From an optimization exercise on the open Yosys and OpenROAD flow, aimed at small area, a short achievable clock period and few clock cycles per item; shortcuts taken in it are not production practice.
RTL that was checked went through simulation tests only; none was proved equivalent to the original.

Setup of nickel:
Design ex_stage, start of the top module:
module ex_stage (
    input  logic        clk_i,
    input  logic        rst_ni,
    input  logic        issue_req_i,
    input  logic [70:0] issue_data_i,
    output logic        issue_ack_o,
    output logic        wb_req_o,
    output logic [34:0] wb_data_o,
    input  logic        wb_ack_i
);
    logic [3:0]  in_op;
    logic [2:0]  in_id;
    logic [31:0] in_a, in_b;
    assign {in_op, in_id, in_a, in_b} = issue_data_i;
    logic        q_v, q_ph, q_cy;
    logic [2:0]  q_id;
    logic [31:0] q_a, q_b;
    logic        q_add, q_sub, q_slt, q_and, q_or, q_xor, q_sll, q_srl, q_mul;
    logic        q_mv, q_ar;
    logic        s_v;
    logic [34:0] s_data;
    logic        m_busy, m_done, m_av, m_rdy, m_p, m_cz;
    logic [2:0]  m_id;
    logic [31:0] m_a, m_b, m_s, m_c;
    logic [31:0] m_s_nxt, m_c_nxt;
    logic [2:0]  m_d0, m_d1;
    logic q_free, capture, load_slot, mul_start, mul_reload, step1;
    assign mul_start  = q_mv && m_av;
    assign mul_reload = m_rdy && (!q_v || q_mv);
    assign load_slot  = (!s_v || (wb_req_o && wb_ack_i)) && q_ar;
    assign step1      = q_v && !q_ph;
    assign q_free     = !q_v || load_slot || mul_start;
    assign capture    = issue_req_i && !issue_ack_o && q_free && !mul_reload;
    logic [7:0]  s_blk0;
    logic        c_blk0;
    logic [31:0] s0_all, s1_all;
    logic [3:0]  g_all, p_all;
    logic [31:0] sh1;
    for (genvar k = 0; k < 4; k++) begin : g_blk
        cond_add8 blk (.p_i(q_a[8*k +: 8]), .g_i(q_b[8*k +: 8]),
                       .s0_o(s0_all[8*k +: 8]), .s1_o(s1_all[8*k +: 8]),
                       .g_o(g_all[k]), .p_o(p_all[k]));
    end
    assign s_blk0 = q_sub ? s1_all[7:0] : s0_all[7:0];
    assign c_blk0 = g_all[0] | (p_all[0] & q_sub);
    assign sh1    = q_a >> q_b[4:0];
    logic        c1, c2, c3, lt;
  ...
For scale: roughly 110 I/O pins, ~17,000 sq um of cells after synthesis.
clock: 5.5 ns
lec_check: 0
abc_area: 1
cap_margin: 20
core_margin: 2
core_utilization: 40
setup_slack_margin: 3.05
slew_margin: 20
standard.sh (not shown) runs the stock make flow with config.mk's settings and CLKGATE_MAP_FILE= SYNTH_SCRIPT=/design/flow/synth_recipe.tcl, a recipe that flattens the netlist after the stock synthesis.
==> flow/flow/run.sh <==
#!/bin/bash
# Standard layout, with the port buffers made from the smallest plain buffer
# (the resizer still upsizes any that need it).
set -euo pipefail
export BUFFER_PORTS_ARGS="-buffer_cell sky130_fd_sc_hd__buf_1"
bash standard.sh > standard.log 2>&1
Testbench counts of nickel, summed over its fixed seeds: cycles 6,879, ops 2,400.
What ember does differently from nickel at the input level:
-- flow/design.v --
<<< nickel, line 32
    input  logic [31:0] c_i,
    output logic [31:0] s_o,
    output logic [31:0] c_o
);
    logic [31:0] pp0, pp1, s1, c1;
    assign pp0 = (({32{d0_i[0]}} & a_i) | ({32{d0_i[1]}} & (a_i << 1))) ^ {32{d0_i[2]}};
    assign pp1 = (({32{d1_i[0]}} & (a_i << 2)) | ({32{d1_i[1]}} & (a_i << 3))) ^ {32{d1_i[2]}};
>>> ember, line 32
    input  logic [31:0] c_i,
    output logic [31:0] s_o,
    output logic [31:0] c_o,
    output logic [31:0] s1_o,
    output logic [31:0] c1_o
);
    logic [31:0] pp0, pp1, s1, c1;
    assign s1_o = s1;
    assign c1_o = c1;
    assign pp0 = (({32{d0_i[0]}} & a_i) | ({32{d0_i[1]}} & (a_i << 1))) ^ {32{d0_i[2]}};
    assign pp1 = (({32{d1_i[0]}} & (a_i << 2)) | ({32{d1_i[1]}} & (a_i << 3))) ^ {32{d1_i[2]}};
<<< nickel, line 108
    logic        s_v;
    logic [34:0] s_data;
    logic        m_busy, m_done, m_av, m_rdy, m_p, m_cz;
    logic [2:0]  m_id;
    logic [31:0] m_a, m_b, m_s, m_c;
    logic [31:0] m_s_nxt, m_c_nxt;
    logic [2:0]  m_d0, m_d1;
    logic q_free, capture, load_slot, mul_start, mul_reload, step1;
>>> ember, line 112
    logic        s_v;
    logic [34:0] s_data;
    logic        m_busy, m_done, m_av, m_rdy, m_cz, m_az;
    logic [2:0]  m_id;
    logic [31:0] m_a, m_b, m_s, m_c;
    logic [31:0] m_s_nxt, m_c_nxt, m_s1, m_c1;
    logic [2:0]  m_d0, m_d1;
    logic q_free, capture, load_slot, mul_start, mul_reload, step1;
<<< nickel, line 165
    logic m_busy_n, m_done_n;
    assign m_busy_n = mul_start || (m_busy && !mul_reload);
    assign m_done_n = !mul_start && ((m_b[31:4] == '0 && !m_b[3]) || m_a[27:0] == '0);
    always_ff @(posedge clk_i or negedge rst_ni) begin
        if (!rst_ni) begin
>>> ember, line 169
    logic m_busy_n, m_done_n;
    assign m_busy_n = mul_start || (m_busy && !mul_reload);
    assign m_done_n = !mul_start && ((m_b[31:4] == '0 && !m_b[3]) || m_az);
    always_ff @(posedge clk_i or negedge rst_ni) begin
        if (!rst_ni) begin
<<< nickel, line 194
        if (mul_reload) begin
            q_id  <= m_id;
            q_a   <= m_s ^ m_c;
            q_b   <= m_s & m_c;
            {q_add, q_sub, q_slt, q_and, q_or, q_xor, q_sll, q_srl, q_mul} <=
                m_cz ? 9'b000010000 : 9'b100000000;
>>> ember, line 198
        if (mul_reload) begin
            q_id  <= m_id;
            q_a   <= m_s1;
            q_b   <= {1'b0, m_c1[31:1]};
            {q_add, q_sub, q_slt, q_and, q_or, q_xor, q_sll, q_srl, q_mul} <=
                m_cz ? 9'b000010000 : 9'b100000000;
<<< nickel, line 232
        .c_i  ( m_c      ),
        .s_o  ( m_s_nxt  ),
        .c_o  ( m_c_nxt  )
    );
    function automatic logic [2:0] booth_ctl(input logic [2:0] d);
>>> ember, line 236
        .c_i  ( m_c      ),
        .s_o  ( m_s_nxt  ),
        .c_o  ( m_c_nxt  ),
        .s1_o ( m_s1     ),
        .c1_o ( m_c1     )
    );
    function automatic logic [2:0] booth_ctl(input logic [2:0] d);
<<< nickel, line 243
        m_a    <= mul_start ? q_a : (m_a << 4);
        m_b    <= mul_start ? q_b : (m_b >> 4);
        m_p    <= mul_start ? 1'b0 : m_b[3];
        m_d0   <= m_done_n ? 3'b000 : mul_start ? booth_ctl({q_b[1:0], 1'b0}) : booth_ctl(m_b[5:3]);
        m_d1   <= m_done_n ? 3'b000 : mul_start ? booth_ctl(q_b[3:1])         : booth_ctl(m_b[7:5]);
        m_s    <= mul_start ? '0 : m_s_nxt;
        m_c    <= mul_start ? '0 : m_c_nxt;
>>> ember, line 249
        m_a    <= mul_start ? q_a : (m_a << 4);
        m_b    <= mul_start ? q_b : (m_b >> 4);
        m_d0   <= mul_start ? booth_ctl({q_b[1:0], 1'b0}) : m_az ? 3'b000 : booth_ctl(m_b[5:3]);
        m_d1   <= mul_start ? booth_ctl(q_b[3:1])         : m_az ? 3'b000 : booth_ctl(m_b[7:5]);
        m_az   <= mul_start ? (q_a[27:0] == '0) : (m_a[23:0] == '0);
        m_s    <= mul_start ? '0 : m_s_nxt;
        m_c    <= mul_start ? '0 : m_c_nxt;
Findings:
Density: ember denser than nickel. nickel has lower minimum period implied by the final worst setup slack than ember. On ember: amount of wire on met3 after detailed routing is about 16% higher than what nickel gave. Area used by multi-input combinational logic went down by a few percent going from nickel to ember. On clock-pin slew on the worst setup and hold paths, ember tracks nickel almost exactly. Relative to nickel, number of ordinary inverters in the final layout has gone up in ember. ember against nickel; last weighted congestion value of the routability-driven placer is up slightly. Summary of ember over nickel: multi-input logic portion of the cell area down 1.2 points, via count up 240.
For ember, only the layout was checked, not whether the RTL still works.

========
The RTL this note starts from:
==> flow/design.v <==
package ex_pkg;
    localparam int unsigned XLEN          = 32;
    localparam int unsigned TRANS_ID_BITS = 3;
    typedef enum logic [3:0] {
        ADD = 4'd0,
        SUB = 4'd1,
        AND = 4'd2,
        OR  = 4'd3,
        XOR = 4'd4,
        SLL = 4'd5,
        SRL = 4'd6,
        SLT = 4'd7,
        MUL = 4'd8
    } fu_op_e;
    typedef struct packed {
        fu_op_e                   operator;
        logic [TRANS_ID_BITS-1:0] trans_id;
        logic [XLEN-1:0]          operand_a;
        logic [XLEN-1:0]          operand_b;
    } fu_data_t;
    typedef struct packed {
        logic [TRANS_ID_BITS-1:0] trans_id;
        logic [XLEN-1:0]          result;
    } wb_data_t;
endpackage
`timescale 1ns/1ps
module mul_step (
    input  logic [31:0] a_i,
    input  logic [3:0]  b_i,
    input  logic        p_i,
    input  logic [31:0] s_i,
    input  logic [31:0] c_i,
    output logic [31:0] s_o,
    output logic [31:0] c_o
);
    logic [31:0] pp0, pp1, s1, c1;
    logic        n0, n1;
    booth_pp bp0 (.a_i(a_i),      .d_i({b_i[1:0], p_i}), .pp_o(pp0), .neg_o(n0));
    booth_pp bp1 (.a_i(a_i << 2), .d_i(b_i[3:1]),         .pp_o(pp1), .neg_o(n1));
    csa32 csa_a (.x_i(s_i), .y_i({c_i[31:1], n0}), .z_i(pp0), .s_o(s1), .c_o(c1));
    csa32 csa_b (.x_i(s1),  .y_i({c1[31:1], n1}),  .z_i(pp1), .s_o(s_o), .c_o(c_o));
endmodule
module booth_pp (
    input  logic [31:0] a_i,
    input  logic [2:0]  d_i,
    output logic [31:0] pp_o,
    output logic        neg_o
);
    logic one, two;
    assign one   = d_i[1] ^ d_i[0];
    assign two   = (d_i[2] & ~d_i[1] & ~d_i[0]) | (~d_i[2] & d_i[1] & d_i[0]);
    assign neg_o = d_i[2];
    assign pp_o  = (({32{one}} & a_i) | ({32{two}} & (a_i << 1))) ^ {32{neg_o}};
endmodule
module csa32 (
    input  logic [31:0] x_i,
    input  logic [31:0] y_i,
    input  logic [31:0] z_i,
    output logic [31:0] s_o,
    output logic [31:0] c_o
);
    logic [31:0] maj;
    assign s_o = x_i ^ y_i ^ z_i;
    assign maj = (x_i & y_i) | (x_i & z_i) | (y_i & z_i);
    assign c_o = {maj[30:0], 1'b0};
endmodule
module cond_add8 (
    input  logic [7:0] a_i,
    input  logic [7:0] b_i,
    output logic [7:0] s0_o,
    output logic [7:0] s1_o,
    output logic       g_o,
    output logic       p_o
);
    logic [7:0] p0, g0;
    logic [7:0] g [4];
    logic [7:0] p [4];
    always_comb begin
        p0 = a_i ^ b_i;
        g0 = a_i & b_i;
        g[0] = g0;
        p[0] = p0;
        for (int l = 0; l < 3; l++) begin
            for (int i = 0; i < 8; i++) begin
                if ((i >> l) & 1) begin
                    g[l+1][i] = g[l][i] | (p[l][i] & g[l][((i >> l) << l) - 1]);
                    p[l+1][i] = p[l][i] & p[l][((i >> l) << l) - 1];
                end else begin
                    g[l+1][i] = g[l][i];
                    p[l+1][i] = p[l][i];
                end
            end
        end
        s0_o[0] = p0[0];
        s1_o[0] = ~p0[0];
        for (int i = 1; i < 8; i++) begin
            s0_o[i] = p0[i] ^ g[3][i-1];
            s1_o[i] = p0[i] ^ (g[3][i-1] | p[3][i-1]);
        end
        g_o = g[3][7];
        p_o = p[3][7];
    end
endmodule
`timescale 1ns/1ps
module ex_stage (
    input  logic        clk_i,
    input  logic        rst_ni,
    input  logic        issue_req_i,
    input  logic [70:0] issue_data_i,
    output logic        issue_ack_o,
    output logic        wb_req_o,
    output logic [34:0] wb_data_o,
    input  logic        wb_ack_i
);
    logic [3:0]  in_op;
    logic [2:0]  in_id;
    logic [31:0] in_a, in_b;
    assign {in_op, in_id, in_a, in_b} = issue_data_i;
    logic        q_v, q_ph, q_cy;
    logic [2:0]  q_id;
    logic [31:0] q_a, q_b;
    logic        q_add, q_sub, q_slt, q_and, q_or, q_xor, q_sll, q_srl, q_mul, q_one;
    logic        s_v;
    logic [34:0] s_data;
    logic        m_busy, m_done, m_p, m_cz;
    logic [2:0]  m_id;
    logic [31:0] m_a, m_b, m_s, m_c;
    logic [31:0] m_s_nxt, m_c_nxt;
    logic q_free, capture, load_slot, mul_start, mul_reload, step1;
    assign mul_start  = q_v && q_mul && (!m_busy || m_done);
    assign mul_reload = m_busy && m_done && (!q_v || q_mul);
    assign load_slot  = !s_v && q_v && (q_ph || q_one) && !q_mul;
    assign step1      = q_v && !q_ph;
    assign q_free     = !q_v || load_slot || mul_start;
    assign capture    = issue_req_i && !issue_ack_o && q_free && !mul_reload;
    logic [7:0]  s_blk0, c_blk0_v;
    logic        c_blk0;
    logic [31:0] s0_all, s1_all;
    logic [3:0]  g_all, p_all;
    logic [23:0] s0_hi, s1_hi;
    logic [2:0]  g_hi, p_hi;
    logic [31:0] sh1;
    for (genvar k = 0; k < 4; k++) begin : g_blk
        cond_add8 blk (.a_i(q_a[8*k +: 8]), .b_i(q_b[8*k +: 8]),
                       .s0_o(s0_all[8*k +: 8]), .s1_o(s1_all[8*k +: 8]),
                       .g_o(g_all[k]), .p_o(p_all[k]));
    end
    assign s_blk0 = q_sub ? s1_all[7:0] : s0_all[7:0];
    assign c_blk0 = g_all[0] | (p_all[0] & q_sub);
    assign s0_hi  = s0_all[31:8];
    assign s1_hi  = s1_all[31:8];
    assign g_hi   = g_all[3:1];
    assign p_hi   = p_all[3:1];
    assign sh1 = q_a >> {q_b[4:2], 2'b00};
    logic        c1, c2, c3, lt;
    logic [31:0] sum, sh2, sh2_rev, res;
    assign c1  = q_cy;
    assign c2  = q_b[1] | (q_b[0] & q_cy);
    assign c3  = q_b[3] | (q_b[2] & q_b[1]) | (q_b[2] & q_b[0] & q_cy);
    assign sum = {c3 ? q_b[31:24] : q_a[31:24],
                  c2 ? q_b[23:16] : q_a[23:16],
                  c1 ? q_b[15:8]  : q_a[15:8],
                  q_a[7:0]};
    assign lt  = q_b[6] ? q_b[7] : sum[31];
    always_comb begin
        sh2 = q_a >> q_b[1:0];
        for (int i = 0; i < 32; i++) sh2_rev[i] = sh2[31 - i];
        res = ({32{q_add}} & sum)
            | ({32{q_and}} & (q_a & q_b))
            | ({32{q_or}}  & (q_a | q_b))
            | ({32{q_xor}} & (q_a ^ q_b))
            | ({32{q_srl}} & sh2)
            | ({32{q_sll}} & sh2_rev)
            | {31'd0, q_slt & lt};
    end
    always_ff @(posedge clk_i or negedge rst_ni) begin
        if (!rst_ni) begin
            issue_ack_o <= 1'b0;
            q_v         <= 1'b0;
            q_ph        <= 1'b0;
            s_v         <= 1'b0;
            wb_req_o    <= 1'b0;
            m_busy      <= 1'b0;
        end else begin
            issue_ack_o <= issue_ack_o ? issue_req_i : capture;
            q_v         <= capture || mul_reload || (q_v && !load_slot && !mul_start);
            q_ph        <= q_v && !q_free && !mul_reload;
            s_v         <= load_slot || (s_v && !(wb_req_o && wb_ack_i));
            wb_req_o    <= wb_req_o ? !wb_ack_i : (!wb_ack_i && (s_v || load_slot));
            m_busy      <= mul_start || (m_busy && !mul_reload);
        end
    end
    logic        in_sub, in_sll;
    logic [31:0] in_a_rev;
    assign in_sub = (in_op == 4'd1) || (in_op == 4'd7);
    assign in_sll = (in_op == 4'd5);
    always_comb for (int i = 0; i < 32; i++) in_a_rev[i] = in_a[31 - i];
    always_ff @(posedge clk_i) begin
        if (mul_reload) begin
            q_id  <= m_id;
            q_a   <= m_s;
            q_b   <= m_c;
            {q_add, q_sub, q_slt, q_and, q_or, q_xor, q_sll, q_srl, q_mul, q_one} <=
                m_cz ? 10'b0000100001 : 10'b1000000000;
        end else if (q_free) begin
            q_id  <= in_id;
            q_a   <= in_sll ? in_a_rev : in_a;
            q_b   <= in_sub ? ~in_b : in_b;
            q_add <= (in_op == 4'd0) || (in_op == 4'd1);
            q_sub <= in_sub;
            q_slt <= (in_op == 4'd7);
            q_and <= (in_op == 4'd2);
            q_or  <= (in_op == 4'd3);
            q_xor <= (in_op == 4'd4);
            q_sll <= in_sll;
            q_srl <= (in_op == 4'd6);
            q_mul <= (in_op == 4'd8);
            q_one <= (in_op == 4'd2) || (in_op == 4'd3) || (in_op == 4'd4) || (in_op > 4'd8);
        end else if (step1) begin
            if (q_add || q_slt) begin
                q_a  <= {s0_hi, s_blk0};
                q_b  <= {s1_hi, q_a[31], q_a[31] == q_b[31], 2'b00, g_hi[1], p_hi[1], g_hi[0], p_hi[0]};
                q_cy <= c_blk0;
            end
            if (q_sll || q_srl) q_a <= sh1;
        end
    end
    always_ff @(posedge clk_i) begin
        if (load_slot) s_data <= {q_id, res};
    end
    assign wb_data_o = s_data;
    mul_step step_i (
        .a_i  ( m_a      ),
        .b_i  ( m_b[3:0] ),
        .p_i  ( m_p      ),
        .s_i  ( m_s      ),
        .c_i  ( m_c      ),
        .s_o  ( m_s_nxt  ),
        .c_o  ( m_c_nxt  )
    );
    always_ff @(posedge clk_i) begin
        if (mul_start) m_id <= q_id;
        m_a    <= mul_start ? q_a : (m_a << 4);
        m_b    <= mul_start ? q_b : (m_b >> 4);
        m_p    <= mul_start ? 1'b0 : m_b[3];
        m_s    <= mul_start ? '0 : m_s_nxt;
        m_c    <= mul_start ? '0 : m_c_nxt;
        m_cz   <= !mul_start && m_done && (m_c == '0);
        m_done <= mul_start ? (q_b == '0 || q_a == '0)
                            : ((m_b[31:4] == '0 && !m_b[3]) || m_a[27:0] == '0);
    end
endmodule
==> flow/config.mk <==
export PLATFORM = sky130hd
export DESIGN_NAME = ex_stage
export DESIGN_NICKNAME = ex_stage
export VERILOG_FILES = /design/flow/design.v
export SDC_FILE = /design/flow/constraint.sdc
export NUM_CORES = 4
export LEC_CHECK = 0
export ABC_AREA = 1
export CAP_MARGIN = 20
export CORE_MARGIN = 2
export CORE_UTILIZATION = 40
export SETUP_SLACK_MARGIN = 3.0
export SLEW_MARGIN = 20
==> flow/constraint.sdc <==
create_clock -name core_clock -period 5.5 [get_ports {clk_i}]
set_input_delay 1.1000 -clock core_clock [delete_from_list [all_inputs] [get_ports {clk_i}]]
set_output_delay 1.1000 -clock core_clock [all_outputs]
set_load 0.01 [all_outputs]
Scripts as last shown in full above: flow/flow/run.sh
The baseline passed the timing, DRC and antenna checks.
Edit:
--- a/flow/design.v
+++ b/flow/design.v
@@ -120,17 +120,18 @@
     logic [2:0]  q_id;
     logic [31:0] q_a, q_b;
     logic        q_add, q_sub, q_slt, q_and, q_or, q_xor, q_sll, q_srl, q_mul, q_one;
     logic        s_v;
     logic [34:0] s_data;
-    logic        m_busy, m_done, m_p, m_cz;
+    logic        m_busy, m_last, m_p;
     logic [2:0]  m_id;
     logic [31:0] m_a, m_b, m_s, m_c;
     logic [31:0] m_s_nxt, m_c_nxt;
     logic q_free, capture, load_slot, mul_start, mul_reload, step1;
-    assign mul_start  = q_v && q_mul && (!m_busy || m_done);
-    assign mul_reload = m_busy && m_done && (!q_v || q_mul);
+    assign m_last     = (m_b[31:4] == '0 && !m_b[3]) || m_a[27:0] == '0;
+    assign mul_start  = q_v && q_mul && (!m_busy || m_last);
+    assign mul_reload = m_busy && m_last && (!q_v || q_mul);
     assign load_slot  = !s_v && q_v && (q_ph || q_one) && !q_mul;
     assign step1      = q_v && !q_ph;
     assign q_free     = !q_v || load_slot || mul_start;
     assign capture    = issue_req_i && !issue_ack_o && q_free && !mul_reload;
     logic [7:0]  s_blk0, c_blk0_v;
@@ -196,14 +197,13 @@
     assign in_sll = (in_op == 4'd5);
     always_comb for (int i = 0; i < 32; i++) in_a_rev[i] = in_a[31 - i];
     always_ff @(posedge clk_i) begin
         if (mul_reload) begin
             q_id  <= m_id;
-            q_a   <= m_s;
-            q_b   <= m_c;
-            {q_add, q_sub, q_slt, q_and, q_or, q_xor, q_sll, q_srl, q_mul, q_one} <=
-                m_cz ? 10'b0000100001 : 10'b1000000000;
+            q_a   <= m_s_nxt;
+            q_b   <= m_c_nxt;
+            {q_add, q_sub, q_slt, q_and, q_or, q_xor, q_sll, q_srl, q_mul, q_one} <= 10'b1000000000;
         end else if (q_free) begin
             q_id  <= in_id;
             q_a   <= in_sll ? in_a_rev : in_a;
             q_b   <= in_sub ? ~in_b : in_b;
             q_add <= (in_op == 4'd0) || (in_op == 4'd1);
@@ -243,10 +243,7 @@
         m_a    <= mul_start ? q_a : (m_a << 4);
         m_b    <= mul_start ? q_b : (m_b >> 4);
         m_p    <= mul_start ? 1'b0 : m_b[3];
         m_s    <= mul_start ? '0 : m_s_nxt;
         m_c    <= mul_start ? '0 : m_c_nxt;
-        m_cz   <= !mul_start && m_done && (m_c == '0);
-        m_done <= mul_start ? (q_b == '0 || q_a == '0)
-                            : ((m_b[31:4] == '0 && !m_b[3]) || m_a[27:0] == '0);
-    end
-endmodule
+    end
+endmodule
Result:
- area after synthesis shrinks by a few percent
- die area shrinks by a few percent
- utilization grows by 1.6 points
- non-clock buffer count grows by 7
- clock skew grows by 9.0 ps
- worst setup slack loses 200 ps
- synthesized cell count shrinks slightly
- cell area grows by a few percent
- sequential share of layout area shrinks by 1.4 points
- wire length shrinks slightly
- hold slack loses 42 ps
- flip-flop and latch count shrinks by 2
- fmax shrinks by a little under a tenth
Testbench counts after the change, summed over its fixed seeds: cycles 6,963, ops 2,400.
The RTL of the first run of this note was laid out without a check of its function.

re-timing with driven ports:
The results above use ideal ports. As a check the final layouts listed here were re-extracted and re-timed, cells and wires unchanged.
Step 1 sets driving cells, clkbuf_16 on the clock port and buf_2 on the other inputs (assumed; they add their load-dependent delay and slew).
Step 2 adds t to the input delays and takes it off the output delays; t is the mean of the earliest and latest rising clock arrival at the registers after step 1. Input paths then give back, and output paths get back, about the clock's delay inside the block.
Slacks: no drivers / after step 1 / after step 2; pairs: no drivers / after step 1.
run | shift t [ns] | slack for setup (ns) | worst setup path at the end | slew at the worst register clock pin (ns)
nickel | 0.654 | 3.110 / 3.110 / 2.505 | input to register | 0.07 / 0.07
ember | 0.642 | 2.959 / 2.959 / 2.531 | input to register | 0.07 / 0.07
the first run of note 2 | 0.624 | 2.982 / 2.982 / 2.574 | input to register | 0.07 / 0.07
the second run of note 2 | 0.639 | 2.782 / 2.782 / 2.521 | input to register | 0.08 / 0.08
After both steps every run listed still meets setup and hold. The setup slack of nickel, which loses most, moves by 0.000 ns with the drivers and by -0.605 ns with both steps.
